This is an optimization exercise on Yosys and OpenROAD, whose aim is small area, a short achievable clock period and few clock cycles per item, not a production implementation.
Function was not checked in any run shown here: the RTL went through the layout flow alone.
No activity file was given, so power comes from the tool's default toggle rates.

## design/flow/config.mk

```make
export PLATFORM = sky130hd
export DESIGN_NAME = audio_rd_dma
export DESIGN_NICKNAME = audio_rd_dma
export VERILOG_FILES = /design/flow/design.v
export SDC_FILE = /design/flow/constraint.sdc
export NUM_CORES = 4
export LEC_CHECK = 0
export CAP_MARGIN = 20
export CORE_MARGIN = 2
export CORE_UTILIZATION = 60
export SETUP_SLACK_MARGIN = 2.5
export SLEW_MARGIN = 20
```

## design/flow/standard.sh

```bash
#!/bin/bash
# synth_recipe.tcl (not shown) runs the flow's synth.tcl, then flattens the netlist and writes it again
# the make line also repeats each setting of config.mk as NAME=value (left out here)
make -C /OpenROAD-flow-scripts/flow DESIGN_CONFIG=/design/flow/config.mk WORK_HOME=/design/flow/orfs CLKGATE_MAP_FILE= SYNTH_SCRIPT=/design/flow/synth_recipe.tcl "${@:-finish}"
```

## design/flow/constraint.sdc

```tcl
create_clock -name core_clock -period 5.5 [get_ports {gclk}]
set_input_delay 1.1000 -clock core_clock [delete_from_list [all_inputs] [get_ports {gclk}]]
set_output_delay 1.1000 -clock core_clock [all_outputs]
set_load 0.01 [all_outputs]
```

## design/flow/design.v

```verilog
package aud_dma_pkg;
    typedef enum logic [1:0] {
        ST_IDLE = 2'd0,
        ST_REQ  = 2'd1,
        ST_DATA = 2'd2
    } dma_state_t;
    localparam logic [2:0]  AXI_SIZE_64    = 3'd3;
    localparam logic [1:0]  AXI_BURST_INCR = 2'b01;
    localparam int unsigned BYTES_PER_BEAT = 8;
    function automatic logic [31:0] burst_bytes(input logic [4:0] beats);
        burst_bytes = {27'd0, beats} * BYTES_PER_BEAT;
    endfunction
endpackage
module audio_rd_dma #(
    parameter int              ID_W        = 4,
    parameter logic [ID_W-1:0] AXI_ID      = 1,
    parameter int              BURST_BEATS = 8,
    parameter int              FIFO_DEPTH  = 32
) (
    input  logic            gclk,
    input  logic            gresetn,
    input  logic            cfg_start,
    input  logic            cfg_stop,
    input  logic [31:0]     cfg_base,
    input  logic [15:0]     cfg_words,
    input  logic            cfg_loop,
    output logic            busy,
    output logic            done,
    output logic            err,
    output logic [ID_W-1:0] aid,
    output logic [31:0]     aaddr,
    output logic            avalid,
    output logic            awrite,
    output logic [3:0]      alen,
    output logic [2:0]      asize,
    output logic [1:0]      aburst,
    input  logic            aready,
    input  logic [ID_W-1:0] rid,
    input  logic [63:0]     rdata,
    input  logic            rlast,
    input  logic            rvalid,
    output logic            rready,
    output logic [63:0]     smp_data,
    output logic            smp_valid,
    input  logic            smp_ready
);
    localparam logic [1:0] MAX_OUT = 2'd3;
    logic [25:0] aaddr_r;      
    logic [12:0] whi_r;        
    logic [2:0]  llen_r;       
    logic [12:0] rem_r;        
    logic        full_r;       
    logic        lastq_r;      
    logic        loop_r;
    logic        busy_r, done_r, err_r, stop_r, avalid_r;
    logic        prd_r;        
    logic [1:0]  oc_r;         
    logic [2:0]  db_r;         
    logic        start_s, stop_now_s, acc_s, act_s, beat_s, id_ok_s;
    logic        last_burst_s, last_exp_s, cmp_s;
    logic        nat_end_s, stop_end_s, restart_s, adv_s;
    logic [25:0] addr_b_s;
    logic        addr_ci_s;
    logic [12:0] rem_nxt_s;
    assign start_s    = cfg_start & ~busy_r;
    assign stop_now_s = busy_r & (cfg_stop | stop_r);
    assign acc_s      = avalid_r & aready;
    assign act_s      = (oc_r != 2'd0);
    assign id_ok_s    = (rid == AXI_ID);
    assign beat_s     = rvalid & smp_ready & act_s;
    assign last_burst_s = prd_r & (oc_r == 2'd1);
    assign last_exp_s   = (db_r == 3'd7) | (last_burst_s & (db_r == llen_r));
    assign cmp_s        = beat_s & last_exp_s;
    assign nat_end_s  = cmp_s & last_burst_s & ~loop_r;
    assign stop_end_s = stop_now_s & ~avalid_r & (oc_r == 2'd0);
    assign restart_s  = prd_r & loop_r & ~stop_now_s & (oc_r == 2'd0);
    assign addr_b_s  = prd_r ? {13'h1fff, ~whi_r} : 26'd0;
    assign addr_ci_s = prd_r ? full_r : 1'b1;
    assign rem_nxt_s = prd_r ? whi_r : rem_r - 13'd1;
    assign adv_s     = acc_s | restart_s;
    always_ff @(posedge gclk or negedge gresetn) begin
        if (!gresetn) begin
            busy_r   <= 1'b0;
            done_r   <= 1'b0;
            err_r    <= 1'b0;
            stop_r   <= 1'b0;
            avalid_r <= 1'b0;
            prd_r    <= 1'b0;
            oc_r     <= 2'd0;
            db_r     <= 3'd0;
        end else begin
            case ({acc_s, cmp_s})
                2'b10:   oc_r <= oc_r + 2'd1;
                2'b01:   oc_r <= oc_r - 2'd1;
                default: oc_r <= oc_r;
            endcase
            stop_r <= ~start_s & (stop_r | cfg_stop);
            if (start_s) begin
                busy_r   <= (cfg_words != 16'd0);
                done_r   <= (cfg_words == 16'd0);
                err_r    <= 1'b0;
                avalid_r <= (cfg_words != 16'd0);
                prd_r    <= 1'b0;
            end else begin
                busy_r <= busy_r & ~nat_end_s & ~stop_end_s;
                done_r <= nat_end_s & ~stop_now_s;
                if (beat_s & (~id_ok_s | (rlast != last_exp_s))) begin
                    err_r <= 1'b1;
                end
                if (avalid_r) begin
                    avalid_r <= ~aready;
                end else begin
                    avalid_r <= busy_r & ~stop_now_s & ~prd_r & (oc_r != MAX_OUT);
                end
                if (acc_s & lastq_r) begin
                    prd_r <= 1'b1;
                end else if (restart_s) begin
                    prd_r <= 1'b0;
                end
            end
            if (beat_s) begin
                db_r <= last_exp_s ? 3'd0 : db_r + 3'd1;
            end
        end
    end
    always_ff @(posedge gclk) begin
        if (start_s) begin
            aaddr_r <= cfg_base[31:6];
            whi_r   <= cfg_words[15:3];
            llen_r  <= cfg_words[2:0] - 3'd1;
            full_r  <= (cfg_words[2:0] == 3'd0);
            rem_r   <= cfg_words[15:3];
            lastq_r <= (cfg_words[15:3] == {12'd0, (cfg_words[2:0] == 3'd0)});
            loop_r  <= cfg_loop;
        end else if (adv_s) begin
            aaddr_r <= aaddr_r + addr_b_s + {25'd0, addr_ci_s};
            rem_r   <= rem_nxt_s;
            lastq_r <= (rem_nxt_s == {12'd0, full_r});
        end
    end
    assign busy      = busy_r;
    assign done      = done_r;
    assign err       = err_r;
    assign aid       = AXI_ID;
    assign aaddr     = {aaddr_r, 6'd0};
    assign avalid    = avalid_r;
    assign awrite    = 1'b0;
    assign alen      = lastq_r ? {1'b0, llen_r} : 4'd7;
    assign asize     = aud_dma_pkg::AXI_SIZE_64;
    assign aburst    = aud_dma_pkg::AXI_BURST_INCR;
    assign rready    = smp_ready & act_s;
    assign smp_data  = rdata;
    assign smp_valid = rvalid & id_ok_s & act_s;
endmodule
```

## design/flow/flow/my_synth.tcl

```tcl
proc synth {args} { yosys synth -nofsm -noshare {*}$args }
# Map with a custom ABC script instead of the speed script.
proc abc {args} {
  set i [lsearch -exact $args -script]
  if {$i >= 0 && [info exists ::env(MY_ABC_SCRIPT)]} { lset args [expr {$i+1}] $::env(MY_ABC_SCRIPT) }
  if {[info exists ::env(MY_ABC_D)]} { set j [lsearch -exact $args -D]; if {$j>=0} {lset args [expr {$j+1}] $::env(MY_ABC_D)} }
  if {[info exists ::env(MY_ABC_NOSCRIPT)]} { set i [lsearch -exact $args -script]; set args [lreplace $args $i [expr {$i+1}]] }
  if {[info exists ::env(MY_ABC_NOD)]} { set j [lsearch -exact $args -D]; if {$j>=0} {set args [lreplace $args $j [expr {$j+1}]]} }
  puts "MYABC: $args"
  yosys abc {*}$args
}
source $::env(SCRIPTS_DIR)/synth.tcl
# left out here: clear keep_hierarchy, flatten, clean up, hide names made inside functions, write 1_2_yosys.v
```

## design/flow/flow/run.sh

```bash
#!/bin/bash
# Layout with the standard.sh (ORFS), with two changes:
#  - synthesis runs flow/my_synth.tcl: synth_recipe.tcl's steps, except that
#    the ABC mapping uses Yosys's default ABC script with a delay target
#    (registers are mapped exactly as in the standard synthesis);
#  - extra ORFS settings passed as make variables (see below).
# Each tool's output goes to standard.log (ORFS keeps per-step logs in orfs/logs).
set -euo pipefail
export MY_ABC_NOSCRIPT=1 MY_ABC_D=3000
bash standard.sh SYNTH_SCRIPT=$PWD/flow/my_synth.tcl ADDER_MAP_FILE= BUFFER_PORTS_ARGS="-buffer_cell sky130_fd_sc_hd__buf_1" finish > standard.log 2>&1
```

==> results of run 1 <==
[power by group through the flow]
stage	sequential [mW]	clock (mW)	combinational, mW
global route	1.16	0.395	2.30
floorplan	1.15	0	1.27
CTS	1.12	0.372	1.86
finish	1.13	0.367	2.08
global placement	1.12	0	1.58
detailed placement	1.13	0	1.62
[metal layers]
layer,part of all wire,GRT usage,vias to the layer above
met1,0.40,0.3143,1833
met3,0.096,0.09508,8
met2,0.50,0.4532,170
met5,0,0,-
li1,-,-,1904
met4,0.0068,0.06618,0
[state kept, by name, summed over array words and instances, names as in the netlist]
register,count
whi_r,13
done_r,1
lastq_r,1
full_r,1
oc_r,2
avalid_r,1
err_r,1
rem_r,13
db_r,3
busy_r,1
loop_r,1
stop_r,1
aaddr_r,26
prd_r,1
llen_r,3
[logic make-up (layout without fill, tap and decap cells)]
logic type / count (synthesis) / after routing / share of synthesized area
AND/OR/NAND/NOR: 190 / 190 / 0.1806
AO/OA/AOI/OAI: 120 / 120 / 0.1538
buffers and inverters: 105 / 154 / 0.1452
flip-flops: 69 / 69 / 0.4196
XOR/XNOR: 52 / 52 / 0.09474
adder cells (fa/ha/maj): 2 / 2 / 0.004425
other: 2 / 17 / 0.001562
[repair_timing]
item                                   CTS  global route
setup endpoints to repair               19            19
resized for setup                       32            27
endpoints found under the hold margin    0             0
pin swaps                               23            33
buffers inserted                        25            10
[how the worst max path moves through the flow]
stage	end	slack, ps	depth (start not counted)
6_report	aaddr_r[16]	1850	16
5_1_grt	aaddr_r[24]	1690	15
4_1_cts	aaddr_r[24]	1900	15
3_5_place_dp	aaddr_r[24]	1570	15
3_3_place_gp	aaddr_r[23]	1600	15
2_1_floorplan	aaddr_r[24]	2070	15
[stage by stage]
step,power [mW],std cells,setup slack [ps]
after global routing,3.857,706,1693
after detailed placement,2.745,655,1569
after floorplan,2.413,555,2072
final,3.580,706,1846
after global placement,2.702,655,1596
after CTS,3.355,696,1901
[tightest hold or removal path, delay by kind of cell (launching register included)]
family           cells  cell delay, ps
AND/OR/NAND/NOR      2             130
flip-flops           1             350
[cell type report]
type | count | share of cell area
clock inverters | 2 | 0.001840
repair buffers | 128 | 0.1222
clock buffers | 14 | 0.02807
flip-flops and latches | 69 | 0.3711
inverters | 10 | 0.007361
well taps | 102 | 0.02346
multi-input cells | 381 | 0.4461
[cell usage in the layout (no fill, tap or decap), types with 4 or more instances in the layout]
master,count
inv_1,7
and3_1,4
clkbuf_1,4
xnor2_1,20
clkbuf_8,10
buf_6,10
buf_4,29
a21oi_1,27
nand2b_1,9
buf_1,89
nor2_1,69
a21oi_2,5
xor2_1,27
o21a_1,4
and2_1,9
nand2_1,56
o21ai_0,39
a21o_1,7
conb_1,17
dfrtp_1,10
or2_2,5
edfxtp_1,58
==> flow_summary_export.csv, run 1 <==
group,metric,value,unit
cts,holdBufCountCts,0,
die,core,0.007727,mm²
grt,grt_max_degree,55,
die,die_w,93.51,µm
critical_path,start_kind,"flip-flop",
grt,gr-total-overflow,0,
route,vias,3915,
route,wl_per_cell,16.75,µm
min_path,hold_path_end,"err_r",
synth,yosys-top-cells-area,"edfxtp_1, buf_4, dfrtp_1, nor2_1, xor2_1",
sta,slew_headroom,0.5697,
die,row_count,32,
die,dieArea,0.008744,mm²
synth,synth_edf_count,58,
cts,numCtsBuffers,9,
critical_path,critPathKind,"flip-flop to flip-flop",
die,dieHeight,93.51,µm
cts,clock_latency,340,ps
synth,synthFlopType,"edfxtp_1",
critical_path,critPathMaxStageDelay,410,ps
die,ioPinCount,241,
synth,netlist_top_cells_count,"buf_4, nor2_1, edfxtp_1, nand2_1, o21ai_0",
sta,clock_skew,14.61,ps
sta,hold_ws,511.6,ps
final_layout,nets,724,
route,drtPass1Iterations,4,
power_and_ir_drop,switching_share,0.4369,
cts,clk_pin_slew,70,ps
sta,fin_tns_setup,0,ps
critical_path,critPathCaptureType,"flip-flop",
critical_path,r2r_end,"aaddr_r[16]",
final_layout,drive_above_1_share,0.1772,
final_layout,multi_input_area,0.002426,mm²
critical_path,r2r-start,"prd_r",
synth,yosysMostFrequentCell,"buf_4",
power_and_ir_drop,ir_drop,0.0003229,V
sta,tightest_slew,645.5,ps
critical_path,critical_path.most_common_cell,"buf_4",
synth,synth_area_leader_cell,"edfxtp_1",
power_and_ir_drop,leakagePower,2.064,nW
min_path,min_from,"err_r",
power_and_ir_drop,power_density,658.2,mW/mm²
critical_path,path_cells,"and2b_2 -> maj3_2 -> maj3_2 -> a211oi_4 -> nor3_2 -> o311ai_2 -> a21oi_2 -> a21o_1 -> a31oi_4 -> nor2_1 -> a31oi_2 -> buf_4 -> buf_4 -> buf_4 -> xnor2_1 -> a21oi_1",
critical_path,crit_buf_inv,3,
power_and_ir_drop,switchingPower,1.564,mW
placement,io_buffers,89,
final_layout,fin_util,0.7039,
cts,cts.sinks,69,
run,cap_violations,0,
die,start_util,0.6221,
route,finalWirelength,11830,µm
synth,yosysSeqAreaShare,0.4196,
critical_path,rrSetupSlack,1850,ps
critical_path,crit_family,"compound AO/OA/AOI/OAI gates",
run_status,status,"complete, no violations",
critical_path,r2r_cells,16,
min_path,min_path_cells,2,
grt,antenna_found_initial,0,
cts,cts_root_buffer,"clkbuf_8",
critical_path,cp_slowest_cell,"dfrtp_2",
critical_path,crit_path_start,"prd_r",
power_and_ir_drop,p_int,2.016,mW
synth,synth.top_cell.area_share,0.3623,
sta,period_needed,3654,ps
sta,period_share,0.6644,
route,routed_via_density,5.545,
synth,synth.distinct_cells,52,
final_layout,syn_to_final_growth,13.14,%
grt,track_usage,0.2639,
placement,placed_cell_area,0.004731,mm²
grt,grt_pass1_wl,18000,µm
synth,ys.warnings.count,1,
sta,fmax,0.2736,GHz
synth,async_flop_share,0.1594,
sta,rsz0062_at_grt,"yes",
route,drc,0,
critical_path,crit_fanout,3,
final_layout,seq_area,0.002018,mm²
power_and_ir_drop,comb_power_share,0.581,
sta,hold_viol,0,
sta,slew_viol_final,0,
final_layout,stdcell_area,0.005439,mm²
final_layout,antenna_cells,0,
final_layout,fillers,623,
power_and_ir_drop,power.share.clock,0.102,
synth,syn_inst,540,
placement,place_hpwl,8182,µm
placement,gp_congestion,0.8760,
power_and_ir_drop,power_frac_seq,0.316,
synth,ys_ff_latch,69,
sta,setup_viol,0,
cts,cts_buffer_depth,2,
critical_path,crit_arrival,3740,ps
route,first_iter_violations,210,
critical_path,cp_data_required_time,5580,ps
route,drtAntennaViolNets,0,
grt,grt_pass1_vias,3735,
synth,syn_avg_cell_area,8.902,µm²
min_path,hp-class,"flip-flop to flip-flop",
cts,cts_tree,"yes",
cts,htree_levels,3,
synth,synth_area,0.004807,mm²
==> run 2: changes to the inputs <==
--- a/design/flow/design.v
+++ b/design/flow/design.v
@@ -60,6 +60,8 @@
     logic        last_burst_s, last_exp_s, cmp_s;
     logic        nat_end_s, stop_end_s, restart_s, adv_s;
-    logic [25:0] addr_b_s;
+    logic [12:0] addr_b_s;
     logic        addr_ci_s;
+    logic [13:0] lo_sum_s;
+    logic [12:0] hi_inc_s, hi_dec_s, hi_nxt_s;
     logic [12:0] rem_nxt_s;
     assign start_s    = cfg_start & ~busy_r;
@@ -75,6 +77,16 @@
     assign stop_end_s = stop_now_s & ~avalid_r & (oc_r == 2'd0);
     assign restart_s  = prd_r & loop_r & ~stop_now_s & (oc_r == 2'd0);
-    assign addr_b_s  = prd_r ? {13'h1fff, ~whi_r} : 26'd0;
+    assign addr_b_s  = prd_r ? ~whi_r : 13'd0;
     assign addr_ci_s = prd_r ? full_r : 1'b1;
+    assign lo_sum_s  = {1'b0, aaddr_r[12:0]} + {1'b0, addr_b_s} + {13'd0, addr_ci_s};
+    assign hi_inc_s  = aaddr_r[25:13] + 13'd1;
+    assign hi_dec_s  = aaddr_r[25:13] - 13'd1;
+    always_comb begin
+        case ({prd_r, lo_sum_s[13]})
+            2'b01:   hi_nxt_s = hi_inc_s;
+            2'b10:   hi_nxt_s = hi_dec_s;
+            default: hi_nxt_s = aaddr_r[25:13];
+        endcase
+    end
     assign rem_nxt_s = prd_r ? whi_r : rem_r - 13'd1;
     assign adv_s     = acc_s | restart_s;
@@ -134,5 +146,5 @@
             loop_r  <= cfg_loop;
         end else if (adv_s) begin
-            aaddr_r <= aaddr_r + addr_b_s + {25'd0, addr_ci_s};
+            aaddr_r <= {hi_nxt_s, lo_sum_s[12:0]};
             rem_r   <= rem_nxt_s;
             lastq_r <= (rem_nxt_s == {12'd0, full_r});
==> run 2 against run 1 <==
  * Now fails the layout checks on setup timing
  * Critical endpoint is now aaddr_r[25]
  * Global-route usage fell by 1.0 points
  * Largest power group unchanged
  * Clock skew decreased by 6.3 ps
  * Clock power is 24% higher
==> flow_summary_export.csv, run 2 <==
group,metric,value,unit
run_status,status,"complete, but fails checks",
run_status,failed_checks,"setup timing",
final_layout,largest-register,"aaddr_r",
cts,clock_latency,360,ps
placement,gp_congestion,0.8025,
cts,cts_root_buffer,"clkbuf_8",
route,drtPass1Iterations,4,
cts,htree_levels,3,
grt,grt_pass1_vias,3499,
grt,antenna_found_initial,0,
die,dieHeight,92.31,µm
synth,yosysSeqAreaShare,0.4310,
critical_path,critPathKind,"flip-flop to flip-flop",
synth,async_flop_share,0.1594,
route,drc,0,
synth,synthFlopType,"edfxtp_1",
cts,cts.sinks,69,
cts,clk_pin_slew,80,ps
sta,period_needed,5745,ps
route,drtAntennaViolNets,0,
die,dieArea,0.008521,mm²
grt,track_usage,0.2536,
grt,gr-total-overflow,0,
synth,synth_edf_count,58,
critical_path,critPathCaptureType,"flip-flop",
cts,cts_buffer_depth,2,
cts,numCtsBuffers,9,
final_layout,stdcell_area,0.005434,mm²
sta,setup_viol,3,
grt,grt_max_degree,61,
sta,period_share,1.045,
route,finalWirelength,10630,µm
synth,netlist_top_cells_count,"buf_4, nand2_1, edfxtp_1, nor2_1, o21ai_0",
synth,synth_top_family_by_area,"simple AND/OR/NAND/NOR gates",
critical_path,crit_arrival,5850,ps
critical_path,start_kind,"flip-flop",
run,cap_violations,0,
route,wl_per_cell,15.41,µm
die,core,0.007647,mm²
power_and_ir_drop,power_density,669.7,mW/mm²
route,routed_via_density,5.330,
synth,synth_fa_ha_area_frac,0.02193,
final_layout,syn_to_final_growth,16.12,%
die,ioPinCount,241,
synth,synth_area_leader_cell,"edfxtp_1",
power_and_ir_drop,leakagePower,2.134,nW
final_layout,nets,708,
power_and_ir_drop,ir_drop,0.0003380,V
final_layout,antenna_cells,0,
final_layout,top_regs,"aaddr_r (26), rem_r (13), whi_r (13)",
synth,synth.top_cell.area_share,0.3722,
sta,slew_headroom,0.5558,
synth,yosys-top-cells-area,"edfxtp_1, buf_4, xnor2_1, dfrtp_1, nand2_1",
grt,grt_pass1_wl,16720,µm
synth,muxShareOfSynthArea,0,
synth,synth-compound-area-share,0.1225,
synth,syn_inst,500,
min_path,hp-class,"flip-flop to flip-flop",
critical_path,cp_data_required_time,5600,ps
sta,clock_skew,8.315,ps
synth,synth_area,0.004679,mm²
die,start_util,0.6119,
critical_path,crit_fanout,4,
route,first_iter_violations,145,
sta,tightest_slew,666.2,ps
route,vias,3678,
placement,placed_cell_area,0.004847,mm²
synth,ys.warnings.count,1,
cts,cts_tree,"yes",
final_layout,mostFrequentLayoutCells,"buf_1, nand2_1, edfxtp_1",
sta,hold_ws,510.7,ps
synth,synth_simple_gate_area_share,0.1690,
cts,holdBufCountCts,0,
die,die_w,92.31,µm
die,row_count,32,
critical_path,rrSetupSlack,-250,ps
synth,syn_avg_cell_area,9.359,µm²
synth,ys_ff_latch,69,
placement,io_buffers,89,
sta,fin_ws,-245.3,ps
final_layout,drive_above_1_share,0.2092,
synth,yosysMostFrequentCell,"buf_4",
final_layout,final_common_cell,"buf_1",
placement,place_hpwl,7643,µm
synth,synth.distinct_cells,55,
final_layout,largest_reg_flops,26,
sta,rsz0062_at_grt,"yes",
sta,slew_viol_final,0,
sta,hold_viol,0,
sta,fmax,0.1741,GHz
sta,fin_tns_setup,-475.3,ps
synth,synth_xor_area_frac,0.1029,
## run 2: cell count changes in the layout (fill, tap and decap cells not counted), moves of 5 or more
cell	before	now
buf_4	29	53
and2_1	9	1
nand2_1	56	63
a21oi_1	27	18
o21ai_1	1	7
o21ai_0	39	29
xor2_1	27	22
xnor2_1	20	30
nand2b_1	9	14
maj3_2	2	8
nor2_1	69	51
## run 2: cell families after synthesis
logic type,after synthesis
other,2
and+or+nand+nor,172
adders and majority gates,9
xor gates and xnor gates,55
buffers and inverters,103
AOI/OAI and AO/OA,90
DFF,69
## run 2: per-stage QoR
step	power [mW]	worst slack, ps	utilization	std cells
3_3_place_gp	2.819	-380.1	0.6338	647
2_1_floorplan	2.400	-176.8	-	515
6_report	3.639	-245.3	0.7106	690
4_1_cts	3.512	-393.4	0.6893	679
3_5_place_dp	2.874	-552.0	0.6338	647
5_1_grt	3.915	-475.7	0.7106	690
## run 2: path summary, 6_finish.rpt
kind	from	end	cells past startpoint
hold reg to reg	err_r	err_r	2
min in group asynchronous	gresetn	oc_r[0]	1
setup / recovery	full_r	aaddr_r[25]	22
max in group asynchronous	gresetn	prd_r	1
hold / removal	err_r	err_r	2
setup reg to reg	full_r	aaddr_r[25]	22
## run 2: area by class of cell
cell class | instances | area [µm²]
clock buffers | 10 | 127.6
clock inverters | 6 | 77.57
fillers | 603 | 2213
inverters | 7 | 26.28
multi-input cells | 343 | 2193
flip-flops and latches | 69 | 2017
well taps | 102 | 127.6
repair buffers | 153 | 864.6
## run 2: repair_timing
| item | in CTS | in global routing |
|---|---|---|
| pin swaps | 30 | 31 |
| gates resized for setup | 19 | 17 |
| setup endpoints to repair | 33 | 36 |
| buffers inserted | 16 | 11 |
## run 2: routing by layer
metal | wire length, µm | global-route usage
met1 | 4321 | 0.3045
met2 | 5294 | 0.4307
met3 | 668 | 0.05696
met4 | 347 | 0.1231
met5 | 0 | 0
## run 2: report_power, final
group          leakage [nW]  internal [mW]  switching, mW  total (mW)
Sequential            0.672          0.924          0.206        1.13
Clock                 0.105          0.251          0.205       0.456
Combinational          1.36           1.03           1.02        2.05
## run 2: critical path, cell delays in order, from the launching register on
cell and delay, ps:
edfxtp_1 410, nand2b_4 170, maj3_2 330, maj3_2 320
maj3_2 310, maj3_2 330, maj3_2 330, maj3_2 330
maj3_2 350, a21oi_4 180, o311ai_4 110, a21oi_2 170
o21a_2 180, buf_6 100, maj3_4 190, a221oi_2 70
or4_4 440, a311oi_2 280, nor2_1 80, o311a_1 330
o311ai_2 250, xnor2_1 160, a21oi_1 80
==> run 3: changes to the inputs <==
--- a/design/flow/flow/run.sh
+++ b/design/flow/flow/run.sh
@@ -7,4 +7,4 @@
 # Each tool's output goes to standard.log (ORFS keeps per-step logs in orfs/logs).
 set -euo pipefail
-export MY_ABC_NOSCRIPT=1 MY_ABC_D=3000
+export MY_ABC_NOSCRIPT=1 MY_ABC_D=2000
 bash standard.sh SYNTH_SCRIPT=$PWD/flow/my_synth.tcl ADDER_MAP_FILE= BUFFER_PORTS_ARGS="-buffer_cell sky130_fd_sc_hd__buf_1" finish > standard.log 2>&1
==> run 3 against run 2 <==
  * The layout still fails its checks (setup timing)
  * Final cell count is the same
  * Sequential power is essentially flat
  * Clock power is essentially flat
  * Combinational power is essentially flat
  * Synthesized area is the same
  * Non-clock buffer count is the same
  * Count of clock-buffer cells in the layout is the same
  * Register-to-register slack is essentially flat
  * Design area is the same
  * First-iteration DRC count is the same
  * Sequential share of layout area is the same
  * Clock skew is the same
  * Highest routed layer unchanged
==> flow_summary_export.csv, run 3 <==
group,metric,value,unit
final_layout,mostFrequentLayoutCells,"buf_1, nand2_1, edfxtp_1",
synth,syn_avg_cell_area,9.359,µm²
sta,period_share,1.045,
critical_path,critical_path.most_common_cell,"maj3_2",
final_layout,nets,708,
final_layout,largest-register,"aaddr_r",
run,cap_violations,0,
cts,htree_levels,3,
power_and_ir_drop,leakagePower,2.134,nW
final_layout,drive_above_1_share,0.2092,
die,core,0.007647,mm²
route,drc,0,
route,finalWirelength,10630,µm
critical_path,crit_family,"adder cells",
route,drtPass1Iterations,4,
min_path,min_path_cells,2,
critical_path,r2r_end,"aaddr_r[25]",
sta,fin_ws,-245.3,ps
run_status,failed_checks,"setup timing",
placement,io_buffers,89,
grt,track_usage,0.2536,
cts,clock_latency,360,ps
sta,tightest_slew,666.2,ps
placement,placed_cell_area,0.004847,mm²
critical_path,r2r_cells,22,
min_path,hp-class,"flip-flop to flip-flop",
route,drtAntennaViolNets,0,
route,vias,3678,
final_layout,syn_to_final_growth,16.12,%
critical_path,path_depth,22,
critical_path,rrSetupSlack,-250,ps
synth,synth_area_leader_cell,"edfxtp_1",
sta,hold_viol,0,
cts,cts.sinks,69,
sta,slew_viol_final,0,
final_layout,top_regs,"aaddr_r (26), rem_r (13), whi_r (13)",
sta,fmax,0.1741,GHz
grt,antenna_found_initial,0,
critical_path,r2r-start,"full_r",
route,wl_per_cell,15.41,µm
sta,fin_tns_setup,-475.3,ps
die,die_w,92.31,µm
sta,rsz0062_at_grt,"yes",
critical_path,path_cells,"nand2b_4 -> maj3_2 -> maj3_2 -> maj3_2 -> maj3_2 -> maj3_2 -> maj3_2 -> maj3_2 -> a21oi_4 -> o311ai_4 -> a21oi_2 -> o21a_2 -> buf_6 -> maj3_4 -> a221oi_2 -> or4_4 -> a311oi_2 -> nor2_1 -> o311a_1 -> o311ai_2 -> xnor2_1 -> a21oi_1",
die,dieHeight,92.31,µm
synth,yosys-top-cells-area,"edfxtp_1, buf_4, xnor2_1, dfrtp_1, nand2_1",
critical_path,crit_arrival,5850,ps
final_layout,fillers,603,
cts,numCtsBuffers,9,
power_and_ir_drop,power_density,669.7,mW/mm²
sta,hold_ws,510.7,ps
synth,syn_inst,500,
run_status,status,"complete, but fails checks",
critical_path,crit_fanout,4,
power_and_ir_drop,ir_drop,0.0003380,V
critical_path,cp_slowest_cell,"or4_4",
critical_path,critPathKind,"flip-flop to flip-flop",
route,first_iter_violations,145,
final_layout,final_common_cell,"buf_1",
die,start_util,0.6119,
die,ioPinCount,241,
die,row_count,32,
cts,cts_buffer_depth,2,
sta,clock_skew,8.315,ps
synth,synth_area,0.004679,mm²
synth,synth_edf_count,58,
grt,grt_pass1_wl,16720,µm
critical_path,crit_buf_inv,1,
placement,gp_congestion,0.8025,
final_layout,largest_reg_flops,26,
critical_path,critPathMaxStageDelay,440,ps
synth,ys_ff_latch,69,
grt,gr-total-overflow,0,
cts,clk_pin_slew,80,ps
synth,netlist_top_cells_count,"buf_4, nand2_1, edfxtp_1, nor2_1, o21ai_0",
synth,synth.top_cell.area_share,0.3722,
cts,cts_root_buffer,"clkbuf_8",
cts,holdBufCountCts,0,
critical_path,cp_data_required_time,5600,ps
min_path,min_from,"err_r",
final_layout,stdcell_area,0.005434,mm²
grt,grt_max_degree,61,
synth,synthFlopType,"edfxtp_1",
power_and_ir_drop,power,3.639,mW
synth,yosysSeqAreaShare,0.4310,
sta,setup_viol,3,
grt,grt_pass1_vias,3499,
placement,place_hpwl,7643,µm
critical_path,critPathCaptureType,"flip-flop",
route,routed_via_density,5.330,
synth,async_flop_share,0.1594,
synth,yosysMostFrequentCell,"buf_4",
min_path,hold_path_end,"err_r",
sta,period_needed,5745,ps
final_layout,antenna_cells,0,
synth,ys.warnings.count,1,
sta,slew_headroom,0.5558,
critical_path,start_kind,"flip-flop",
die,dieArea,0.008521,mm²
synth,synth.distinct_cells,55,
cts,cts_tree,"yes",
run 3: how the worst max path moves through the flow:
stage | start | end | slack (ps)
after CTS | full_r | aaddr_r[25] | -390
final | full_r | aaddr_r[25] | -250
after global placement | full_r | aaddr_r[25] | -380
after detailed placement | full_r | aaddr_r[25] | -550
after floorplan | prd_r | aaddr_r[25] | -180
after global routing | full_r | aaddr_r[25] | -480
run 3: power breakdown:
group          leakage, nW  internal, mW  total [mW]  switching [mW]
sequential           0.672         0.924        1.13           0.206
clock                0.105         0.251       0.456           0.205
combinational         1.36          1.03        2.05            1.02
total                 2.13          2.21        3.64            1.43
run 3: cells by family (layout without fill, tap and decap cells):
| logic type | after synthesis | in the layout | synth area share |
|---|---|---|---|
| AO/OA/AOI/OAI | 90 | 90 | 0.1225 |
| buffers and inverters | 103 | 176 | 0.1511 |
| AND/OR/NAND/NOR | 172 | 172 | 0.1690 |
| other | 2 | 17 | 0.001605 |
| adder cells (fa/ha/maj) | 9 | 9 | 0.02193 |
| XOR/XNOR | 55 | 55 | 0.1029 |
| flip-flops | 69 | 69 | 0.4310 |
run 3: cell type report:
| type | instances | area [µm²] | share of cell area |
|---|---|---|---|
| Sequential cell | 69 | 2017 | 0.3712 |
| Multi-Input combinational cell | 343 | 2193 | 0.4036 |
| Clock inverter | 6 | 77.57 | 0.01428 |
| Timing Repair Buffer | 153 | 864.6 | 0.1591 |
| Clock buffer | 10 | 127.6 | 0.02349 |
| Inverter | 7 | 26.28 | 0.004835 |
| Tap cell | 102 | 127.6 | 0.02349 |
run 3: through the flow:
stage,worst slack [ps],cells,util
after global placement,-380.1,647,0.6338
after detailed placement,-552.0,647,0.6338
after floorplan,-176.8,515,-
final,-245.3,690,0.7106
after CTS,-393.4,679,0.6893
after global routing,-475.7,690,0.7106
run 3: worst register-to-register path: cells and delay by family (launching register included):
| kind | cells | cell delay [ps] |
|---|---|---|
| xor+xnor | 1 | 160 |
| flops | 1 | 410 |
| simple gates | 3 | 690 |
| fa+ha+maj | 8 | 2490 |
| buf+inv | 1 | 110 |
| compound gates | 9 | 1650 |
run 3: routing by layer:
| metal | up-vias | global-route usage | share of wire |
|---|---|---|---|
| met5 | - | 0 | 0 |
| met4 | 0 | 0.1231 | 0.033 |
| met3 | 48 | 0.05696 | 0.063 |
| met2 | 127 | 0.4307 | 0.50 |
| met1 | 1717 | 0.3045 | 0.41 |
| li1 | 1786 | - | - |
run 3: timing repair:
action / CTS / global route
pin swaps: 30 / 31
buffers inserted: 16 / 11
resized for setup: 19 / 17
setup endpoints to repair: 33 / 36
==> run 4: changes to the inputs <==
--- a/design/flow/design.v
+++ b/design/flow/design.v
@@ -62,5 +62,5 @@
     logic [12:0] addr_b_s;
     logic        addr_ci_s;
-    logic [13:0] lo_sum_s;
+    logic [14:0] lo_sum_s;
     logic [12:0] hi_inc_s, hi_dec_s, hi_nxt_s;
     logic [12:0] rem_nxt_s;
@@ -79,9 +79,9 @@
     assign addr_b_s  = prd_r ? ~whi_r : 13'd0;
     assign addr_ci_s = prd_r ? full_r : 1'b1;
-    assign lo_sum_s  = {1'b0, aaddr_r[12:0]} + {1'b0, addr_b_s} + {13'd0, addr_ci_s};
+    assign lo_sum_s  = {1'b0, aaddr_r[12:0], 1'b1} + {1'b0, addr_b_s, addr_ci_s};
     assign hi_inc_s  = aaddr_r[25:13] + 13'd1;
     assign hi_dec_s  = aaddr_r[25:13] - 13'd1;
     always_comb begin
-        case ({prd_r, lo_sum_s[13]})
+        case ({prd_r, lo_sum_s[14]})
             2'b01:   hi_nxt_s = hi_inc_s;
             2'b10:   hi_nxt_s = hi_dec_s;
@@ -146,5 +146,5 @@
             loop_r  <= cfg_loop;
         end else if (adv_s) begin
-            aaddr_r <= {hi_nxt_s, lo_sum_s[12:0]};
+            aaddr_r <= {hi_nxt_s, lo_sum_s[13:1]};
             rem_r   <= rem_nxt_s;
             lastq_r <= (rem_nxt_s == {12'd0, full_r});
--- a/design/flow/flow/run.sh
+++ b/design/flow/flow/run.sh
@@ -7,4 +7,4 @@
 # Each tool's output goes to standard.log (ORFS keeps per-step logs in orfs/logs).
 set -euo pipefail
-export MY_ABC_NOSCRIPT=1 MY_ABC_D=2000
+export MY_ABC_NOSCRIPT=1 MY_ABC_D=3000
 bash standard.sh SYNTH_SCRIPT=$PWD/flow/my_synth.tcl ADDER_MAP_FILE= BUFFER_PORTS_ARGS="-buffer_cell sky130_fd_sc_hd__buf_1" finish > standard.log 2>&1
==> run 4 against run 3 <==
  * The run now finishes clean
  * Clock skew rose by 5.4 ps
  * Via count rose by 0.84%
  * Synthesized cell count rose by 2.2%
  * Die area rose by 0.69%
  * Global-route usage fell by 0.19 points
  * First-iteration DRC count rose by 6.2%
  * Largest cell class unchanged
==> flow_summary_export.csv, run 4 <==
group,metric,value,unit
synth,synth_edf_count,58,
synth,synth_xor_area_frac,0.09105,
route,drtPass1Iterations,4,
sta,tightest_slew,733.1,ps
critical_path,r2r_cells,20,
final_layout,drive_above_1_share,0.1780,
sta,fin_tns_setup,0,ps
cts,cts_root_buffer,"clkbuf_8",
grt,track_usage,0.2517,
cts,cts.sinks,69,
final_layout,largest-register,"aaddr_r",
critical_path,critPathCaptureType,"flip-flop",
critical_path,crit_path_start,"prd_r",
sta,setup_viol,0,
cts,cts_buffer_depth,2,
grt,busiest_layer,"met2",
final_layout,largest_reg_flops,26,
placement,placed_cell_area,0.004641,mm²
critical_path,cp_data_required_time,5580,ps
synth,muxShareOfSynthArea,0,
grt,gr-total-overflow,0,
placement,gp_congestion,0.7546,
die,start_util,0.6131,
placement,io_buffers,89,
cts,clk_pin_slew,70,ps
critical_path,crit_end,"aaddr_r[25]",
die,dieHeight,92.63,µm
route,wl_per_cell,15.81,µm
sta,fin_ws,1152,ps
synth,ys.warnings.count,1,
sta,fmax,0.2300,GHz
critical_path,critPathKind,"flip-flop to flip-flop",
die,ioPinCount,241,
synth,synth_area,0.004713,mm²
final_layout,multi_input_area,0.002266,mm²
final_layout,antenna_cells,0,
final_layout,fillers,658,
grt,grt_pass1_vias,3616,
placement,dp_slack,817.8,ps
min_path,hp-class,"flip-flop to flip-flop",
cts,htree_levels,3,
synth,yosysMostFrequentCell,"buf_4",
grt,met2_usage,0.4203,
route,first_iter_violations,154,
final_layout,seq_area,0.002018,mm²
final_layout,syn_to_final_growth,11.39,%
synth,yosys-top-cells-area,"edfxtp_1, buf_4, xnor2_1, dfrtp_1, nand2_1",
sta,hold_ws,519.4,ps
die,core,0.007687,mm²
critical_path,rrSetupSlack,1150,ps
critical_path,r2r_end,"aaddr_r[25]",
final_layout,stdcell_area,0.005250,mm²
grt,grt_pass1_wl,16880,µm
synth,synth-compound-area-share,0.1479,
synth,synth_top_family_by_area,"simple AND/OR/NAND/NOR gates",
sta,rsz0062_at_grt,"yes",
sta,slew_headroom,0.5105,
die,die_w,92.63,µm
die,dieArea,0.008580,mm²
route,drc,0,
final_layout,final_common_cell,"buf_1",
die,row_count,32,
cts,numCtsBuffers,9,
grt,grtUsageMet1,0.3136,
power_and_ir_drop,leakagePower,1.960,nW
sta,period_needed,4348,ps
route,routed_via_density,5.495,
synth,synth.top_cell.area_share,0.3695,
synth,syn_inst,511,
critical_path,start_kind,"flip-flop",
sta,clock_skew,13.74,ps
route,drtAntennaViolNets,0,
final_layout,top_regs,"aaddr_r (26), rem_r (13), whi_r (13)",
cts,cts_tree,"yes",
route,vias,3709,
critical_path,crit_arrival,4430,ps
synth,yosysSeqAreaShare,0.4279,
synth,netlist_top_cells_count,"buf_4, nand2_1, edfxtp_1, nor2_1",
synth,synth.distinct_cells,59,
run_status,status,"complete, no violations",
synth,ys_ff_latch,69,
synth,synth_area_leader_cell,"edfxtp_1",
grt,antenna_found_initial,0,
route,finalWirelength,10670,µm
placement,place_hpwl,7366,µm
sta,hold_viol,0,
power_and_ir_drop,power_density,652.4,mW/mm²
synth,synth_simple_gate_area_share,0.1784,
sta,slew_viol_final,0,
final_layout,nets,693,
final_layout,mostFrequentLayoutCells,"buf_1, nand2_1, edfxtp_1",
critical_path,r2r-start,"prd_r",
synth,syn_avg_cell_area,9.224,µm²
sta,period_share,0.7906,
power_and_ir_drop,ir_drop,0.0003463,V
synth,async_flop_share,0.1594,
grt,grt_max_degree,42,
cts,clock_latency,340,ps
power_and_ir_drop,power,3.425,mW
synth,synthFlopType,"edfxtp_1",
grt,use_met3,0.06835,
synth,synth_fa_ha_area_frac,0.002389,
run,cap_violations,0,
critical_path,crit_fanout,6,
==> run 4: cell count changes after synthesis, moves of 3 or more <==
cell / previous run / this run
a21oi_1: 20 / 23
and3_1: 3 / 6
maj3_2: 7 / 1
nand2_1: 64 / 68
nand2b_1: 16 / 9
nor3_1: 5 / 2
o211ai_1: 1 / 5
o21ai_0: 36 / 33
o21ai_1: 0 / 3
xor2_1: 22 / 16
==> run 4: what timing repair did <==
action,4_1_cts,5_1_grt
gates cloned,1,0
hold buffers,0,0
resized for setup,27,21
setup buffers,23,9
setup endpoints to repair,27,31
pin swaps,26,33
==> run 4: cell families after synthesis <==
kind of cell	after synthesis
AOI/OAI and AO/OA	106
xor gates and xnor gates	49
buffers and inverters	104
other	2
DFF	69
and+or+nand+nor	180
adders and majority gates	1
==> run 4: how the worst min path moves through the flow <==
stage | to | slack (ps) | depth (start not counted) | from
floorplan | stop_r | 480 | 2 | stop_r
global placement | err_r | 490 | 2 | err_r
detailed placement | stop_r | 510 | 2 | stop_r
CTS | stop_r | 520 | 2 | stop_r
global route | err_r | 560 | 2 | err_r
finish | err_r | 520 | 2 | err_r
==> run 4: metal layers <==
metal | share of wire | vias to the layer above
li1 | - | 1795
met1 | 0.42 | 1751
met2 | 0.48 | 125
met3 | 0.070 | 38
met4 | 0.026 | 0
met5 | 0 | -
==> run 4: area by class of cell <==
cell class,count,area share
clock inverters,4,0.002860
clock buffers,12,0.02574
flip-flops and latches,69,0.3844
multi-input cells,354,0.4316
repair buffers,127,0.1261
inverters,7,0.005005
well taps,102,0.02431
==> run 4: power by group <==
| part | internal (mW) | switching, mW |
|---|---|---|
| Clock | 0.159 | 0.186 |
| Combinational | 0.934 | 1.02 |
| Sequential | 0.920 | 0.201 |
| Total | 2.01 | 1.41 |
==> run 4: worst max-delay path, stage by stage (launching register included) <==
cell	delay, ps
dfrtp_2	440
nor2b_4	140
maj3_2	300
o21a_1	210
o21a_1	230
o211ai_2	170
nand3_2	130
a2111oi_4	340
o21ai_1	110
a31oi_1	200
o22ai_2	170
and2_4	220
or2_4	250
a31oi_4	260
o211ai_2	130
nand3b_1	140
a31o_2	170
a311o_1	200
o21ai_2	70
xnor2_1	150
a21oi_1	80
==> run 4: per-stage QoR <==
stage / utilization / cells
final: 0.6829 / 675
after global routing: 0.6829 / 675
after CTS: 0.6621 / 666
after detailed placement: 0.6037 / 626
after global placement: 0.6037 / 626
after floorplan: - / 526
==> run 5: changes to the inputs <==
--- a/design/flow/flow/run.sh
+++ b/design/flow/flow/run.sh
@@ -7,4 +7,4 @@
 # Each tool's output goes to standard.log (ORFS keeps per-step logs in orfs/logs).
 set -euo pipefail
-export MY_ABC_NOSCRIPT=1 MY_ABC_D=3000
+export MY_ABC_NOSCRIPT=1 MY_ABC_D=1000
 bash standard.sh SYNTH_SCRIPT=$PWD/flow/my_synth.tcl ADDER_MAP_FILE= BUFFER_PORTS_ARGS="-buffer_cell sky130_fd_sc_hd__buf_1" finish > standard.log 2>&1
==> run 5 against run 4 <==
  * Via count did not move
  * Register-to-register slack barely moved
  * Clock power barely moved
  * Total power did not move
  * Maximum frequency did not move
  * Combinational power barely moved
==> flow_summary_export.csv, run 5 <==
group,metric,value,unit
grt,gr-total-overflow,0,
route,first_iter_violations,154,
sta,slew_viol_final,0,
final_layout,syn_to_final_growth,11.39,%
sta,clock_skew,13.74,ps
critical_path,path_depth,20,
power_and_ir_drop,leakagePower,1.960,nW
grt,grt_max_degree,42,
die,start_util,0.6131,
power_and_ir_drop,ir_drop,0.0003463,V
final_layout,largest_reg_flops,26,
placement,io_buffers,89,
run,cap_violations,0,
route,drtAntennaViolNets,0,
critical_path,crit_arrival,4430,ps
final_layout,drive_above_1_share,0.1780,
grt,grtUsageMet1,0.3136,
synth,synthFlopType,"edfxtp_1",
critical_path,r2r_cells,20,
power_and_ir_drop,power_density,652.4,mW/mm²
synth,netlist_top_cells_count,"buf_4, nand2_1, edfxtp_1, nor2_1",
cts,cts.sinks,69,
sta,rsz0062_at_grt,"yes",
sta,slew_headroom,0.5105,
cts,clk_pin_slew,70,ps
die,die_w,92.63,µm
route,vias,3709,
final_layout,nets,693,
critical_path,rrSetupSlack,1150,ps
cts,cts_root_buffer,"clkbuf_8",
route,drc,0,
grt,grt_pass1_wl,16880,µm
min_path,min_path_cells,2,
critical_path,r2r_end,"aaddr_r[25]",
sta,hold_viol,0,
sta,setup_viol,0,
synth,muxShareOfSynthArea,0,
synth,yosys-top-cells-area,"edfxtp_1, buf_4, xnor2_1, dfrtp_1, nand2_1",
die,dieHeight,92.63,µm
synth,synth_edf_count,58,
synth,synth_xor_area_frac,0.09105,
grt,grt_pass1_vias,3616,
sta,period_needed,4348,ps
synth,yosysMostFrequentCell,"buf_4",
die,row_count,32,
synth,synth_area_leader_cell,"edfxtp_1",
cts,cts_tree,"yes",
route,wl_per_cell,15.81,µm
synth,synth_simple_gate_area_share,0.1784,
synth,synth.distinct_cells,59,
die,dieArea,0.008580,mm²
cts,htree_levels,3,
grt,antenna_found_initial,0,
critical_path,critPathKind,"flip-flop to flip-flop",
cts,holdBufCountCts,0,
sta,period_share,0.7906,
critical_path,crit_family,"compound AO/OA/AOI/OAI gates",
min_path,hold_path_end,"err_r",
placement,dp.cells,626,
synth,syn_avg_cell_area,9.224,µm²
placement,gp_congestion,0.7546,
synth,ys.warnings.count,1,
final_layout,largest-register,"aaddr_r",
route,routed_via_density,5.495,
synth,syn_inst,511,
critical_path,crit_fanout,6,
final_layout,mostFrequentLayoutCells,"buf_1, nand2_1, edfxtp_1",
min_path,min_from,"err_r",
critical_path,r2r-start,"prd_r",
sta,fmax,0.2300,GHz
min_path,hp-class,"flip-flop to flip-flop",
synth,yosysSeqAreaShare,0.4279,
route,drtPass1Iterations,4,
final_layout,top_regs,"aaddr_r (26), rem_r (13), whi_r (13)",
synth,synth_fa_ha_area_frac,0.002389,
die,ioPinCount,241,
critical_path,start_kind,"flip-flop",
critical_path,critPathMaxStageDelay,440,ps
final_layout,final_common_cell,"buf_1",
critical_path,crit_buf_inv,0,
route,finalWirelength,10670,µm
synth,synth-compound-area-share,0.1479,
cts,clock_latency,340,ps
synth,synth_top_family_by_area,"simple AND/OR/NAND/NOR gates",
cts,numCtsBuffers,9,
placement,place_hpwl,7366,µm
critical_path,path_cells,"nor2b_4 -> maj3_2 -> o21a_1 -> o21a_1 -> o211ai_2 -> nand3_2 -> a2111oi_4 -> o21ai_1 -> a31oi_1 -> o22ai_2 -> and2_4 -> or2_4 -> a31oi_4 -> o211ai_2 -> nand3b_1 -> a31o_2 -> a311o_1 -> o21ai_2 -> xnor2_1 -> a21oi_1",
run_status,status,"complete, no violations",
sta,fin_tns_setup,0,ps
die,core,0.007687,mm²
synth,synth.top_cell.area_share,0.3695,
cts,cts_buffer_depth,2,
final_layout,antenna_cells,0,
grt,busiest_layer,"met2",
synth,ys_ff_latch,69,
critical_path,cp_slowest_cell,"dfrtp_2",
synth,synth_area,0.004713,mm²
grt,met2_usage,0.4203,
critical_path,cp_data_required_time,5580,ps
final_layout,fin_cells,675,
grt,track_usage,0.2517,
critical_path,critPathCaptureType,"flip-flop",
sta,tightest_slew,733.1,ps
grt,use_met3,0.06835,
synth,async_flop_share,0.1594,
==> run 5: cell counts in the layout (fill, tap and decap cells not counted) <==
Identical to the previous run, type by type.
==> run 5: layer usage <==
layer  vias to the layer above  part of all wire
met3                        38             0.070
met2                       125              0.48
met1                      1751              0.42
met5                         -                 0
met4                         0             0.026
li1                       1795                 -
==> run 5: power breakdown <==
| part | internal (mW) | leakage, nW | total [mW] | switching (mW) |
|---|---|---|---|---|
| Combinational | 0.934 | 1.22 | 1.96 | 1.02 |
| Clock | 0.159 | 0.0745 | 0.345 | 0.186 |
| Sequential | 0.920 | 0.671 | 1.12 | 0.201 |
==> run 5: kinds of logic (layout without fill, tap and decap cells) <==
| family | Yosys count | count (layout) |
|---|---|---|
| other | 2 | 17 |
| AO/OA/AOI/OAI | 106 | 107 |
| XOR/XNOR | 49 | 49 |
| adder cells (fa/ha/maj) | 1 | 1 |
| buffers and inverters | 104 | 150 |
| AND/OR/NAND/NOR | 180 | 180 |
| flip-flops | 69 | 69 |
==> run 5: worst max path at each step <==
stage	startpoint	end	slack (ps)
finish	prd_r	aaddr_r[25]	1150
global route	whi_r[0]	aaddr_r[23]	880
CTS	prd_r	aaddr_r[24]	990
detailed placement	whi_r[0]	aaddr_r[25]	820
global placement	whi_r[0]	aaddr_r[25]	920
floorplan	prd_r	aaddr_r[25]	1380
==> run 5: through the flow <==
stage | total power, mW | util | setup slack (ps) | hold WS, ps | cell area [µm²]
finish | 3.425 | 0.6829 | 1152 | 519.4 | 5250
global route | 3.692 | 0.6829 | 884.9 | 560.5 | 5250
CTS | 3.271 | 0.6621 | 985.1 | 523.7 | 5090
detailed placement | 2.699 | 0.6037 | 817.8 | 507.2 | 4641
global placement | 2.645 | 0.6037 | 916.4 | 488.8 | 4641
floorplan | 2.395 | - | 1382 | 477.5 | 4826
==> run 5: layout make-up <==
type / instances / area, µm²
clock buffer: 12 / 135.1
clock inverter: 4 / 15.01
fill: 658 / 2437
inverter: 7 / 26.28
multi-input combinational: 354 / 2266
sequential: 69 / 2018
tap: 102 / 127.6
timing repair buffer: 127 / 661.9
==> run 5: what timing repair did <==
item / CTS / global route
gates cloned: 1 / 0
resized for setup: 27 / 21
pin swaps: 26 / 33
endpoints found under the setup margin: 27 / 31
buffers inserted: 23 / 9
==> run 5: tightest hold or removal path, cell delays in order (launching register included) <==
cell and delay (ps):
dfrtp_1 350, a21oi_1 50, nor2_1 80
==> run 6: changes to the inputs <==
--- a/design/flow/flow/run.sh
+++ b/design/flow/flow/run.sh
@@ -7,4 +7,4 @@
 # Each tool's output goes to standard.log (ORFS keeps per-step logs in orfs/logs).
 set -euo pipefail
-export MY_ABC_NOSCRIPT=1 MY_ABC_D=1000
+export MY_ABC_NOSCRIPT=1 MY_ABC_D=500
 bash standard.sh SYNTH_SCRIPT=$PWD/flow/my_synth.tcl ADDER_MAP_FILE= BUFFER_PORTS_ARGS="-buffer_cell sky130_fd_sc_hd__buf_1" finish > standard.log 2>&1
==> run 6 against run 5 <==
  * Register-to-register slack about the same
  * Flip-flop and latch count stayed put
  * Hold slack unchanged
  * Clock skew unchanged
  * Non-clock buffer count did not move
  * Global-route usage did not move
  * Maximum frequency unchanged
  * Critical endpoint unchanged
  * Largest power group unchanged
==> flow_summary_export.csv, run 6 <==
group,metric,value,unit
run_status,status,"complete, no violations",
final_layout,largest-register,"aaddr_r",
grt,grt_pass1_vias,3616,
synth,synthFlopType,"edfxtp_1",
synth,ys_ff_latch,69,
placement,dp.cells,626,
route,finalWirelength,10670,µm
cts,htree_levels,3,
sta,fin_tns_setup,0,ps
route,drtAntennaViolNets,0,
sta,clock_skew,13.74,ps
sta,rsz0062_at_grt,"yes",
power_and_ir_drop,ir_drop,0.0003463,V
cts,clk_pin_slew,70,ps
sta,slew_headroom,0.5105,
sta,slew_viol_final,0,
synth,synth_fa_ha_area_frac,0.002389,
die,core,0.007687,mm²
final_layout,mostFrequentLayoutCells,"buf_1, nand2_1, edfxtp_1",
route,first_iter_violations,154,
synth,async_flop_share,0.1594,
final_layout,syn_to_final_growth,11.39,%
die,row_count,32,
synth,synth_simple_gate_area_share,0.1784,
cts,cts_root_buffer,"clkbuf_8",
grt,grt_max_degree,42,
final_layout,drive_above_1_share,0.1780,
critical_path,cp_data_required_time,5580,ps
final_layout,top_regs,"aaddr_r (26), rem_r (13), whi_r (13)",
grt,track_usage,0.2517,
synth,yosysSeqAreaShare,0.4279,
cts,cts_buffer_depth,2,
synth,ys.warnings.count,1,
placement,gp_congestion,0.7546,
cts,numCtsBuffers,9,
final_layout,largest_reg_flops,26,
power_and_ir_drop,power,3.425,mW
synth,synth_xor_area_frac,0.09105,
sta,period_needed,4348,ps
grt,gr-total-overflow,0,
synth,synth_area,0.004713,mm²
power_and_ir_drop,leakagePower,1.960,nW
grt,antenna_found_initial,0,
final_layout,antenna_cells,0,
die,start_util,0.6131,
synth,netlist_top_cells_count,"buf_4, nand2_1, edfxtp_1, nor2_1",
route,wl_per_cell,15.81,µm
critical_path,crit_fanout,6,
route,drtPass1Iterations,4,
cts,clock_latency,340,ps
power_and_ir_drop,power_density,652.4,mW/mm²
placement,place_hpwl,7366,µm
route,drc,0,
synth,syn_avg_cell_area,9.224,µm²
die,ioPinCount,241,
final_layout,final_common_cell,"buf_1",
final_layout,fin_cells,675,
route,vias,3709,
die,die_w,92.63,µm
placement,io_buffers,89,
critical_path,critPathKind,"flip-flop to flip-flop",
synth,synth-compound-area-share,0.1479,
synth,synth.top_cell.area_share,0.3695,
sta,tightest_slew,733.1,ps
die,dieArea,0.008580,mm²
critical_path,crit_arrival,4430,ps
synth,yosys-top-cells-area,"edfxtp_1, buf_4, xnor2_1, dfrtp_1, nand2_1",
run,cap_violations,0,
critical_path,start_kind,"flip-flop",
die,dieHeight,92.63,µm
sta,period_share,0.7906,
sta,fmax,0.2300,GHz
critical_path,critPathCaptureType,"flip-flop",
synth,yosysMostFrequentCell,"buf_4",
final_layout,nets,693,
synth,syn_inst,511,
synth,synth_edf_count,58,
route,routed_via_density,5.495,
sta,hold_viol,0,
min_path,hp-class,"flip-flop to flip-flop",
grt,grt_pass1_wl,16880,µm
cts,cts_tree,"yes",
synth,synth_area_leader_cell,"edfxtp_1",
synth,muxShareOfSynthArea,0,
sta,setup_viol,0,
synth,synth.distinct_cells,59,
synth,synth_top_family_by_area,"simple AND/OR/NAND/NOR gates",
cts,cts.sinks,69,
==> run 6: cell counts in the layout (fill, tap and decap cells not counted) <==
Identical to the previous run, type by type.
==> run 6: area by class of cell <==
type,instances,area (µm²)
Clock inverter,4,15.01
Fill cell,658,2437
Sequential cell,69,2018
Timing Repair Buffer,127,661.9
Multi-Input combinational cell,354,2266
Inverter,7,26.28
Clock buffer,12,135.1
Tap cell,102,127.6
==> run 6: cells by family (layout without fill, tap and decap cells) <==
group	Yosys count	in the layout
DFF	69	69
other	2	17
xor gates and xnor gates	49	49
and+or+nand+nor	180	180
adders and majority gates	1	1
AOI/OAI and AO/OA	106	107
buffers and inverters	104	150
==> run 6: worst paths after layout <==
| check | depth (start not counted) | from | to | slack, ps |
|---|---|---|---|---|
| setup / recovery | 20 | prd_r | aaddr_r[25] | 1150 |
| hold / removal | 2 | err_r | err_r | 520 |
| setup reg to reg | 20 | prd_r | aaddr_r[25] | 1150 |
| hold reg to reg | 2 | err_r | err_r | 520 |
| max in group asynchronous | 1 | gresetn | prd_r | 4330 |
| min in group asynchronous | 1 | gresetn | err_r | 740 |
==> run 6: per-layer routing <==
metal | up-vias | track usage | wire length, µm
met5 | - | 0 | 0
met4 | 0 | 0.09436 | 274
met3 | 38 | 0.06835 | 744
met2 | 125 | 0.4203 | 5118
met1 | 1751 | 0.3136 | 4533
li1 | 1795 | - | -
==> run 6: through the flow <==
step	utilization	hold WS, ps	area [µm²]	setup slack, ps
floorplan	-	477.5	4826	1382
global placement	0.6037	488.8	4641	916.4
detailed placement	0.6037	507.2	4641	817.8
CTS	0.6621	523.7	5090	985.1
global route	0.6829	560.5	5250	884.9
finish	0.6829	519.4	5250	1152
==> run 6: critical path: stages (launching register included) <==
cell       delay, ps
dfrtp_2          440
nor2b_4          140
maj3_2           300
o21a_1           210
o21a_1           230
o211ai_2         170
nand3_2          130
a2111oi_4        340
o21ai_1          110
a31oi_1          200
o22ai_2          170
and2_4           220
or2_4            250
a31oi_4          260
o211ai_2         130
nand3b_1         140
a31o_2           170
a311o_1          200
o21ai_2           70
xnor2_1          150
a21oi_1           80
==> run 6: repair_timing <==
item                       4_1_cts  5_1_grt
resized for setup               27       21
gates cloned                     1        0
setup endpoints to repair       27       31
buffers inserted                23        9
hold buffers                     0        0
pin swaps                       26       33
==> run 6: where the power goes <==
group / internal (mW) / total (mW) / switching (mW)
combinational: 0.934 / 1.96 / 1.02
clock: 0.159 / 0.345 / 0.186
sequential: 0.920 / 1.12 / 0.201
total: 2.01 / 3.43 / 1.41
==> run 7: changes to the inputs <==
--- a/design/flow/flow/run.sh
+++ b/design/flow/flow/run.sh
@@ -7,4 +7,4 @@
 # Each tool's output goes to standard.log (ORFS keeps per-step logs in orfs/logs).
 set -euo pipefail
-export MY_ABC_NOSCRIPT=1 MY_ABC_D=500
-bash standard.sh SYNTH_SCRIPT=$PWD/flow/my_synth.tcl ADDER_MAP_FILE= BUFFER_PORTS_ARGS="-buffer_cell sky130_fd_sc_hd__buf_1" finish > standard.log 2>&1
+
+bash standard.sh SYNTH_SCRIPT=$PWD/flow/my_synth.tcl BUFFER_PORTS_ARGS="-buffer_cell sky130_fd_sc_hd__buf_1" finish > standard.log 2>&1
==> run 7 against run 6 <==
  * Still clean
  * First-iteration DRC count is 12% higher
  * Sequential power hardly changed
  * Maximum frequency is 7.7% higher
  * Via count is 14% higher
  * Sequential share of layout area is 5.3 points lower
  * Total power is 40% higher
  * Design area is 16% higher
==> flow_summary_export.csv, run 7 <==
group,metric,value,unit
cts,cts_root_buffer,"clkbuf_8",
route,drtPass1Iterations,4,
sta,period_needed,4039,ps
min_path,hold_path_end,"err_r",
synth,synth_area_leader_cell,"edfxtp_1",
critical_path,start_kind,"flip-flop",
sta,hold_viol,0,
final_layout,fillers,671,
route,finalWirelength,12690,µm
placement,gp_congestion,0.7999,
synth,synth_edf_count,58,
die,dieHeight,97.43,µm
cts,clock_latency,350,ps
placement,place_hpwl,8714,µm
sta,setup_viol,0,
placement,io_buffers,89,
synth,ys_ff_latch,69,
grt,grt_max_degree,42,
route,drtAntennaViolNets,0,
grt,gr-total-overflow,0,
sta,fin_tns_setup,0,ps
min_path,min_from,"err_r",
critical_path,cp_slowest_cell,"dfrtp_2",
die,core,0.008593,mm²
grt,grt_pass1_wl,19290,µm
final_layout,nets,780,
synth,synth-compound-area-share,0.1720,
cts,cts_buffer_depth,2,
critical_path,r2r_end,"aaddr_r[25]",
synth,synth_fa_ha_area_frac,0.08648,
route,drc,0,
min_path,hp-class,"flip-flop to flip-flop",
critical_path,crit_path_start,"prd_r",
critical_path,crit_fanout,5,
power_and_ir_drop,ir_drop,0.0003252,V
final_layout,largest_reg_flops,26,
cts,cts_tree,"yes",
critical_path,critPathCaptureType,"flip-flop",
die,die_w,97.43,µm
synth,syn_avg_cell_area,9.336,µm²
sta,rsz0062_at_grt,"yes",
synth,netlist_top_cells_count,"buf_4, nand2_1, edfxtp_1, nor2_1, a21oi_1",
final_layout,top_regs,"aaddr_r (26), rem_r (13), whi_r (13)",
critical_path,crit_family,"compound AO/OA/AOI/OAI gates",
cts,htree_levels,3,
power_and_ir_drop,power_density,789.4,mW/mm²
synth,syn_inst,561,
synth,synth_area,0.005238,mm²
grt,grt_pass1_vias,3961,
synth,synth.distinct_cells,62,
synth,yosys-top-cells-area,"edfxtp_1, buf_4, ha_1, dfrtp_1, nand2_1",
final_layout,final_common_cell,"buf_1",
critical_path,crit_buf_inv,1,
critical_path,path_cells,"nand2b_4 -> inv_2 -> fa_2 -> a21o_1 -> a221o_1 -> a2111oi_4 -> nor2_4 -> fa_2 -> nand2b_4 -> a21o_1 -> a211o_1 -> and3b_1 -> or3_1 -> a31oi_1",
cts,numCtsBuffers,9,
final_layout,fin_cells,733,
final_layout,seq_area,0.002018,mm²
critical_path,r2r_cells,14,
critical_path,rrSetupSlack,1460,ps
critical_path,critPathMaxStageDelay,500,ps
power_and_ir_drop,leakagePower,2.433,nW
final_layout,fin_util,0.7076,
synth,synth_simple_gate_area_share,0.1660,
die,ioPinCount,241,
run_status,status,"complete, no violations",
synth,async_flop_share,0.1594,
cts,cts.sinks,69,
synth,synth_xor_area_frac,0.04515,
synth,yosysMostFrequentCell,"buf_4",
final_layout,mostFrequentLayoutCells,"buf_1, nand2_1, edfxtp_1",
sta,period_share,0.7343,
synth,synth_top_family_by_area,"compound AO/OA/AOI/OAI gates",
grt,antenna_found_initial,0,
final_layout,syn_to_final_growth,16.10,%
die,row_count,34,
sta,fmax,0.2476,GHz
die,dieArea,0.009493,mm²
min_path,min_path_cells,1,
power_and_ir_drop,power,4.800,mW
synth,muxShareOfSynthArea,0.002150,
final_layout,drive_above_1_share,0.1984,
die,start_util,0.6095,
synth,synth.top_cell.area_share,0.3325,
sta,clock_skew,9.358,ps
synth,yosysSeqAreaShare,0.3851,
grt,track_usage,0.2546,
synth,ys.warnings.count,1,
sta,tightest_slew,688.5,ps
route,first_iter_violations,172,
synth,synthFlopType,"edfxtp_1",
route,vias,4212,
critical_path,crit_arrival,4210,ps
sta,hold_ws,496.8,ps
critical_path,r2r-start,"prd_r",
route,wl_per_cell,17.32,µm
placement,dp.cells,682,
route,routed_via_density,5.746,
run,cap_violations,0,
critical_path,critPathKind,"flip-flop to flip-flop",
final_layout,multi_input_area,0.002893,mm²
critical_path,cp_data_required_time,5670,ps
final_layout,largest-register,"aaddr_r",
sta,slew_viol_final,0,
cts,clk_pin_slew,80,ps
final_layout,antenna_cells,0,
sta,slew_headroom,0.5371,
[run 7: area by class of cell]
type | instances | share of cell area
Timing Repair Buffer | 128 | 0.1078
Sequential cell | 69 | 0.3319
Inverter | 20 | 0.01399
Clock buffer | 10 | 0.02099
Tap cell | 108 | 0.02222
Clock inverter | 6 | 0.02613
Multi-Input combinational cell | 391 | 0.4757
Timing Repair inverter | 1 | 0.001235
[run 7: metal layers]
layer | up-vias | share of wire | global-route usage | wire length, µm
met5 | - | 0 | 0 | 0
met4 | 0 | 0.040 | 0.1261 | 514
met3 | 70 | 0.057 | 0.04245 | 729
met2 | 135 | 0.48 | 0.4164 | 6074
met1 | 1965 | 0.42 | 0.3282 | 5376
li1 | 2042 | - | - | -
[run 7: cell families (layout without fill, tap and decap cells)]
logic type / count (synthesis) / in the layout
AND/OR/NAND/NOR: 178 / 178
AO/OA/AOI/OAI: 133 / 133
buffers and inverters: 116 / 165
flip-flops: 69 / 69
adder cells (fa/ha/maj): 35 / 35
XOR/XNOR: 27 / 27
other: 2 / 17
multiplexers: 1 / 1
[run 7: worst max-delay path by stage]
stage | endpoint | slack, ps | cells after the start
floorplan | aaddr_r[22] | 1660 | 14
global route | aaddr_r[25] | 1310 | 17
global placement | aaddr_r[22] | 860 | 14
CTS | aaddr_r[25] | 1590 | 14
finish | aaddr_r[25] | 1460 | 14
detailed placement | aaddr_r[22] | 840 | 14
[run 7: stage by stage]
step | instance area, µm² | worst slack [ps]
floorplan | 5453 | 1655
global placement | 5278 | 857.4
detailed placement | 5278 | 843.7
CTS | 5927 | 1590
global route | 6081 | 1311
finish | 6081 | 1461
[run 7: power by group]
| part | switching (mW) | internal (mW) | total, mW |
|---|---|---|---|
| Sequential | 0.198 | 0.949 | 1.15 |
| Combinational | 1.60 | 1.45 | 3.05 |
| Clock | 0.210 | 0.394 | 0.604 |
| Total | 2.01 | 2.79 | 4.80 |
[run 7: what timing repair did]
action                                  4_1_cts  5_1_grt
setup buffers                                21       13
endpoints found under the setup margin       32       26
hold buffers                                  0        0
pin swaps                                    18       16
gates cloned                                  1        0
gates resized for setup                      41       14

static timing again, ports no longer ideal:
In the flow no input, the clock included, has a driving cell. The finished layouts below were timed again as built, in two steps.
Step 1 assumes that a clkbuf_16 drives the clock port and a buf_2 every other input.
Step 2 adds t to the input delays and takes it off the output delays; t is the mean of the earliest and latest rising clock arrival at the registers after step 1. Input paths then give back, and output paths get back, about the clock's delay inside the block.
Three values: ideal ports, drivers, drivers and shift; two values: the first two.
| run | t (ns) | slack for setup (ns) | worst hold slack (ns) | worst setup path at the end | pins driven straight from the clock port |
|---|---|---|---|---|---|
| run 1 | 0.365 | 1.846 / 1.846 / 1.846 | 0.512 / 0.512 / 0.512 | register to register | 1 |
| run 2 | 0.386 | -0.245 / -0.245 / -0.245 | 0.511 / 0.511 / 0.511 | register to register | 1 |
| run 3 | 0.386 | -0.245 / -0.245 / -0.245 | 0.511 / 0.511 / 0.511 | register to register | 1 |
| run 4 | 0.363 | 1.152 / 1.152 / 1.152 | 0.519 / 0.519 / 0.519 | register to register | 1 |
| run 5 | 0.363 | 1.152 / 1.152 / 1.152 | 0.519 / 0.519 / 0.519 | register to register | 1 |
| run 6 | 0.363 | 1.152 / 1.152 / 1.152 | 0.519 / 0.519 / 0.519 | register to register | 1 |
| run 7 | 0.376 | 1.461 / 1.461 / 1.461 | 0.497 / 0.497 / 0.497 | register to register | 1 |
